From an optimization exercise on the open Yosys and OpenROAD flow, aimed at small area; shortcuts taken in it are not production practice. Only simulation tests tie the RTL to the original design; equivalence was not proved. Power figures rest on the tool's default switching activity, not on a simulated workload.

## run A
==> flow/design.v <==
`default_nettype none
package stk_mem_pkg;
  typedef logic [5-1:0] ptr_t;
  typedef logic [4-1:0] line_id_t;
  typedef logic [$clog2(2)-1:0] bankid_t;
  typedef logic [$clog2(4)-1:0] engid_t;
  typedef struct packed {
    line_id_t line;
    bankid_t  bank;
  } ptr_split_t;
  typedef union packed {
    ptr_t       flat;
    ptr_split_t split;
  } ptr_u;
endpackage : stk_mem_pkg
`default_nettype wire
`default_nettype none
package stk_uc_pkg;
  typedef enum logic {
    OPCODE_PUSH = 1'b0,
    OPCODE_POP  = 1'b1
  } opcode_t;
  typedef enum logic [1:0] {
    STATUS_OK    = 2'd0,
    STATUS_FULL  = 2'd1,
    STATUS_EMPTY = 2'd2
  } status_t;
endpackage : stk_uc_pkg
`default_nettype wire
`default_nettype none
`timescale 1ns/1ps
module stk_aoi3 (
  input wire logic [2:0] i_s
, input wire logic [2:0] i_d
, output logic           o_y
);
  assign o_y = !((i_s[0] && i_d[0]) || (i_s[1] && i_d[1]) || (i_s[2] && i_d[2]));
endmodule
module stk_aoi2 (
  input wire logic [1:0] i_s
, input wire logic [1:0] i_d
, output logic           o_y
);
  assign o_y = !((i_s[0] && i_d[0]) || (i_s[1] && i_d[1]));
endmodule
module stk_rd_bit (
  input wire logic [31:0] i_sel
, input wire logic [31:0] i_d
, output logic            o_q
);
  logic [10:0] g;
  for (genvar k = 0; k < 10; k++) begin : g_aoi3
    stk_aoi3 u_aoi (.i_s(i_sel[k*3 +: 3]), .i_d(i_d[k*3 +: 3]), .o_y(g[k]));
  end
  stk_aoi2 u_aoi2 (.i_s(i_sel[31:30]), .i_d(i_d[31:30]), .o_y(g[10]));
  assign o_q = !(&g);
endmodule
module stk_sram #(
  parameter int W = 32
) (
  input wire logic [31:0]     i_sel
, input wire logic [32*W-1:0] i_d
, output logic [W-1:0]        o_q
);
  for (genvar b = 0; b < W; b++) begin : g_bit
    logic [31:0] col;
    for (genvar i = 0; i < 32; i++) begin : g_col
      assign col[i] = i_d[i*W + b];
    end
    stk_rd_bit u_bit (.i_sel(i_sel), .i_d(col), .o_q(o_q[b]));
  end
endmodule
`default_nettype wire
`default_nettype none
`timescale 1ns/1ps
module stk_top (
  input wire logic                   i_clk
, input wire logic                   i_rst
, input wire logic                   i_cmd_vld
, input wire logic [1:0]             i_cmd_engid
, input wire logic                   i_cmd_opcode
, input wire logic [32-1:0]  i_cmd_dat
, output logic                       o_rsp_vld
, output logic [1:0]                 o_rsp_engid
, output logic [1:0]                 o_rsp_status
, output logic                       o_rsp_dat_vld
, output logic [32-1:0]      o_rsp_dat
);
  localparam int LINES_N = 32;
  localparam int ENGS_N  = 4;
  localparam int PW      = 5;
  localparam int DW      = 32;
  logic [DW-1:0] dat_mem [LINES_N];
  logic [PW-1:0] prv_mem [LINES_N];
  logic [LINES_N-1:0] used_r;
  logic [PW-1:0] head_r [ENGS_N];
  logic [ENGS_N-1:0] hvld_r;
  logic       a_vld, b_vld, c_vld, d_vld;
  logic [1:0] a_eng, b_eng, c_eng, d_eng;
  logic       a_pop, b_pop, c_pop, d_pop;
  logic       a_fail, b_fail, c_fail, d_fail;
  logic [PW-1:0] c_ptr;
  logic [DW-1:0] d_dat;
  logic [LINES_N-1:0] free_oh;
  logic [PW-1:0]      free_idx;
  logic               full;
  logic               push_ok;
  logic [LINES_N-1:0] wr_oh;
  logic [PW-1:0]      push_prv;
  logic seen;
  always_comb begin
    seen     = 1'b0;
    free_oh  = '0;
    for (int i = 0; i < LINES_N; i++) begin
      free_oh[i] = !used_r[i] && !seen;
      seen       = seen || !used_r[i];
    end
    free_idx = '0;
    for (int i = 0; i < LINES_N; i++) begin
      free_idx = free_idx | (free_oh[i] ? PW'(i) : PW'(0));
    end
  end
  assign full     = &used_r;
  assign push_ok  = i_cmd_vld && !i_cmd_opcode && !full;
  assign wr_oh    = push_ok ? free_oh : '0;
  assign push_prv = hvld_r[i_cmd_engid] ? head_r[i_cmd_engid] : free_idx;
  always_ff @(posedge i_clk) begin
    for (int i = 0; i < LINES_N; i++) begin
      if (wr_oh[i]) begin
        dat_mem[i] <= i_cmd_dat;
        prv_mem[i] <= push_prv;
      end
    end
  end
  logic [PW-1:0]      pop_head;
  logic [PW-1:0]      pop_prv;
  logic               pop_go;
  logic [LINES_N-1:0] pop_oh;
  assign pop_head = head_r[b_eng];
  assign pop_go   = b_vld && b_pop && hvld_r[b_eng];
  logic [LINES_N*PW-1:0] prv_flat;
  always_comb begin
    for (int i = 0; i < LINES_N; i++) begin
      pop_oh[i] = (pop_head == PW'(i));
      prv_flat[i*PW +: PW] = prv_mem[i];
    end
  end
  stk_sram #(.W(PW)) u_prv_rd (.i_sel(pop_oh), .i_d(prv_flat), .o_q(pop_prv));
  always_ff @(posedge i_clk) begin
    for (int e = 0; e < ENGS_N; e++) begin
      if (i_rst) begin
        hvld_r[e] <= 1'b0;
      end else if (push_ok && (i_cmd_engid == 2'(e))) begin
        hvld_r[e] <= 1'b1;
      end else if (pop_go && (b_eng == 2'(e))) begin
        hvld_r[e] <= (pop_prv != pop_head);
      end
      if (push_ok && (i_cmd_engid == 2'(e))) begin
        head_r[e] <= free_idx;
      end else if (pop_go && (b_eng == 2'(e))) begin
        head_r[e] <= pop_prv;
      end
    end
  end
  always_ff @(posedge i_clk) begin
    if (i_rst) begin
      used_r <= '0;
    end else begin
      used_r <= (used_r | wr_oh) & ~(pop_go ? pop_oh : '0);
    end
  end
  always_ff @(posedge i_clk) begin
    if (i_rst) begin
      a_vld <= 1'b0;
      b_vld <= 1'b0;
      c_vld <= 1'b0;
      d_vld <= 1'b0;
    end else begin
      a_vld <= i_cmd_vld;
      b_vld <= a_vld;
      c_vld <= b_vld;
      d_vld <= c_vld;
    end
  end
  always_ff @(posedge i_clk) begin
    a_eng  <= i_cmd_engid;
    a_pop  <= i_cmd_opcode;
    a_fail <= full;
    b_eng  <= a_eng;
    b_pop  <= a_pop;
    b_fail <= a_fail;
    c_eng  <= b_eng;
    c_pop  <= b_pop;
    c_fail <= b_pop ? !hvld_r[b_eng] : b_fail;
    c_ptr  <= pop_head;
    d_eng  <= c_eng;
    d_pop  <= c_pop;
    d_fail <= c_fail;
  end
  logic [DW-1:0] d_dat_nxt;
  logic [LINES_N-1:0] rd_oh;
  logic [LINES_N*DW-1:0] dat_flat;
  always_comb begin
    for (int i = 0; i < LINES_N; i++) begin
      rd_oh[i] = (c_ptr == PW'(i));
      dat_flat[i*DW +: DW] = dat_mem[i];
    end
  end
  stk_sram #(.W(DW)) u_dat_rd (.i_sel(rd_oh), .i_d(dat_flat), .o_q(d_dat_nxt));
  always_ff @(posedge i_clk) begin
    d_dat <= d_dat_nxt;
  end
  assign o_rsp_vld     = d_vld;
  assign o_rsp_engid   = d_eng;
  assign o_rsp_status  = {d_pop && d_fail, !d_pop && d_fail};
  assign o_rsp_dat_vld = d_pop && !d_fail;
  assign o_rsp_dat     = d_dat;
endmodule
`default_nettype wire
clock: 6.0 ns
lec_check: 0
cap_margin: 5
core_margin: 2
core_utilization: 55
cts_buf_list: sky130_fd_sc_hd__clkbuf_16
cts_cluster_diameter: 60
cts_cluster_size: 25
place_density: 0.7
slew_margin: 5
synth_hierarchical: 1
synth_minimum_keep_size: 0
run.sh (not shown) runs the stock make flow with config.mk's settings and CLKGATE_MAP_FILE= SYNTH_SCRIPT=/design/flow/synth_recipe.tcl, a recipe that flattens the netlist after the stock synthesis.
Changes in run B relative to run A:
==> flow/flow/run.sh (new file) <==
#!/bin/bash
set -o pipefail
export CTS_ARGS="-sink_clustering_enable -repair_clock_nets -sink_clustering_size 25 -sink_clustering_max_diameter 60 -buf_list sky130_fd_sc_hd__clkbuf_16 -dont_use_dummy_load"
export BUFFER_PORTS_ARGS="-buffer_cell sky130_fd_sc_hd__buf_1"
bash standard.sh finish > standard_flow.log 2>&1
==> flow/standard.sh (new file) <==
#!/bin/bash
# synth_recipe.tcl (not shown) runs the flow's synth.tcl, then flattens the netlist and writes it again
# the make line also repeats each setting of config.mk as NAME=value (left out here)
make -C /OpenROAD-flow-scripts/flow DESIGN_CONFIG=/design/flow/config.mk WORK_HOME=/design/flow/orfs CLKGATE_MAP_FILE= SYNTH_SCRIPT=/design/flow/synth_recipe.tcl "${@:-finish}"
diff --git a/flow/config.mk b/flow/config.mk
--- a/flow/config.mk
+++ b/flow/config.mk
@@ -6,5 +6,5 @@
 export NUM_CORES = 4
 export LEC_CHECK = 0
-export CAP_MARGIN = 5
+export CAP_MARGIN = 15
 export CORE_MARGIN = 2
 export CORE_UTILIZATION = 55
@@ -13,5 +13,5 @@
 export CTS_CLUSTER_SIZE = 25
 export PLACE_DENSITY = 0.7
-export SLEW_MARGIN = 5
+export SLEW_MARGIN = 15
 export SYNTH_HIERARCHICAL = 1
 export SYNTH_MINIMUM_KEEP_SIZE = 0
removed: flow/run.sh
Notes after the runs:
Run B | stages: all done | timing, DRC, antenna: all pass. Taking run A as the reference, in run B placed instance count rose by 16; post-synthesis async set-or-reset flop share comparable; proportion of power drawn by the clock network lower; maximum frequency went up. Note that the clock power recorded for run B amounts to 0.876 times the value seen in run A. Clock period minus worst slack ends up lower on run B. Min half-perimeter wire length of the detailed placement result across run B and run A: run A.
The inputs of run C differ from those of run B as listed below.
==> flow/run.sh (new file) <==
#!/bin/bash
# synth_recipe.tcl (not shown) runs the flow's synth.tcl, then flattens the netlist and writes it again
# the make line also repeats each setting of config.mk as NAME=value (left out here)
make -C /OpenROAD-flow-scripts/flow DESIGN_CONFIG=/design/flow/config.mk WORK_HOME=/design/flow/orfs CLKGATE_MAP_FILE= SYNTH_SCRIPT=/design/flow/synth_recipe.tcl finish
==> flow/config.mk <==
export PLATFORM = sky130hd
export DESIGN_NAME = stk_top
export DESIGN_NICKNAME = stk_top
export VERILOG_FILES = /design/flow/design.v
export SDC_FILE = /design/flow/constraint.sdc
export NUM_CORES = 4
export LEC_CHECK = 0
export CAP_MARGIN = 20
export CORE_MARGIN = 2
export CORE_UTILIZATION = 55
export CTS_BUF_LIST = sky130_fd_sc_hd__clkbuf_2 sky130_fd_sc_hd__clkbuf_4 sky130_fd_sc_hd__clkbuf_8
export PLACE_DENSITY = 0.7
export SLEW_MARGIN = 20
export SYNTH_HIERARCHICAL = 1
export SYNTH_MINIMUM_KEEP_SIZE = 0
removed: flow/flow/run.sh
removed: flow/standard.sh
Notes after the runs:
Run B was carried through to the last stage, and its layout satisfied the timing, design-rule and antenna checks. Run C finished all stages; the layout is clean. Diff run B -> run C: endpoint arrival time on the critical path climbed 150 ps; power consumed by the clock network climbed 50%; number of logic stages on the critical path including buffering barely changed. Compared with run B, in run C slew at the pin closest to its max-slew limit lower; areal power density over the cells went up about 10%; largest stage delay on the critical path barely changed; proportion of power drawn by combinational gates lower. Run C against run B: design area rose by 2700 um2; critical path data required time rose by 210 ps; layout overhead on the synthesized area rose by 6.0 points.

[static timing again, ports no longer ideal]
The flow's constraints put no driver on any port. The routed layouts listed below were extracted and timed again, unchanged, in two steps. Step 1 (the two cells are an assumption about what drives the block):
set clk [get_ports {i_clk}]
set_driving_cell -lib_cell sky130_fd_sc_hd__clkbuf_16 $clk
set_driving_cell -lib_cell sky130_fd_sc_hd__buf_2 [delete_from_list [all_inputs] $clk]
Step 2 times the ports against the registers' clock, not the clock port: input delays grow and output delays shrink by t, the midpoint of the rising clock arrivals with the driver on. a / b / c = no drivers / after step 1 / after step 2; a / b = the first two.
run	t, ns	slack for setup (ns)	worst setup path after step 2	slew at the worst register clock pin (ns)	worst data-port slew with drivers (ns)
run A	0.718	1.630 / 1.630 / 1.150	input to register	0.10 / 0.10	0.16
run B	0.689	1.695 / 1.695 / 1.674	input to register	0.09 / 0.09	0.16
run C	0.895	1.758 / 1.758 / 1.166	input to register	0.07 / 0.07	0.18
After both steps setup and hold are still met in every run listed. The setup slack of run C, which loses most, moves by 0.000 ns with the drivers and by -0.592 ns with both steps.
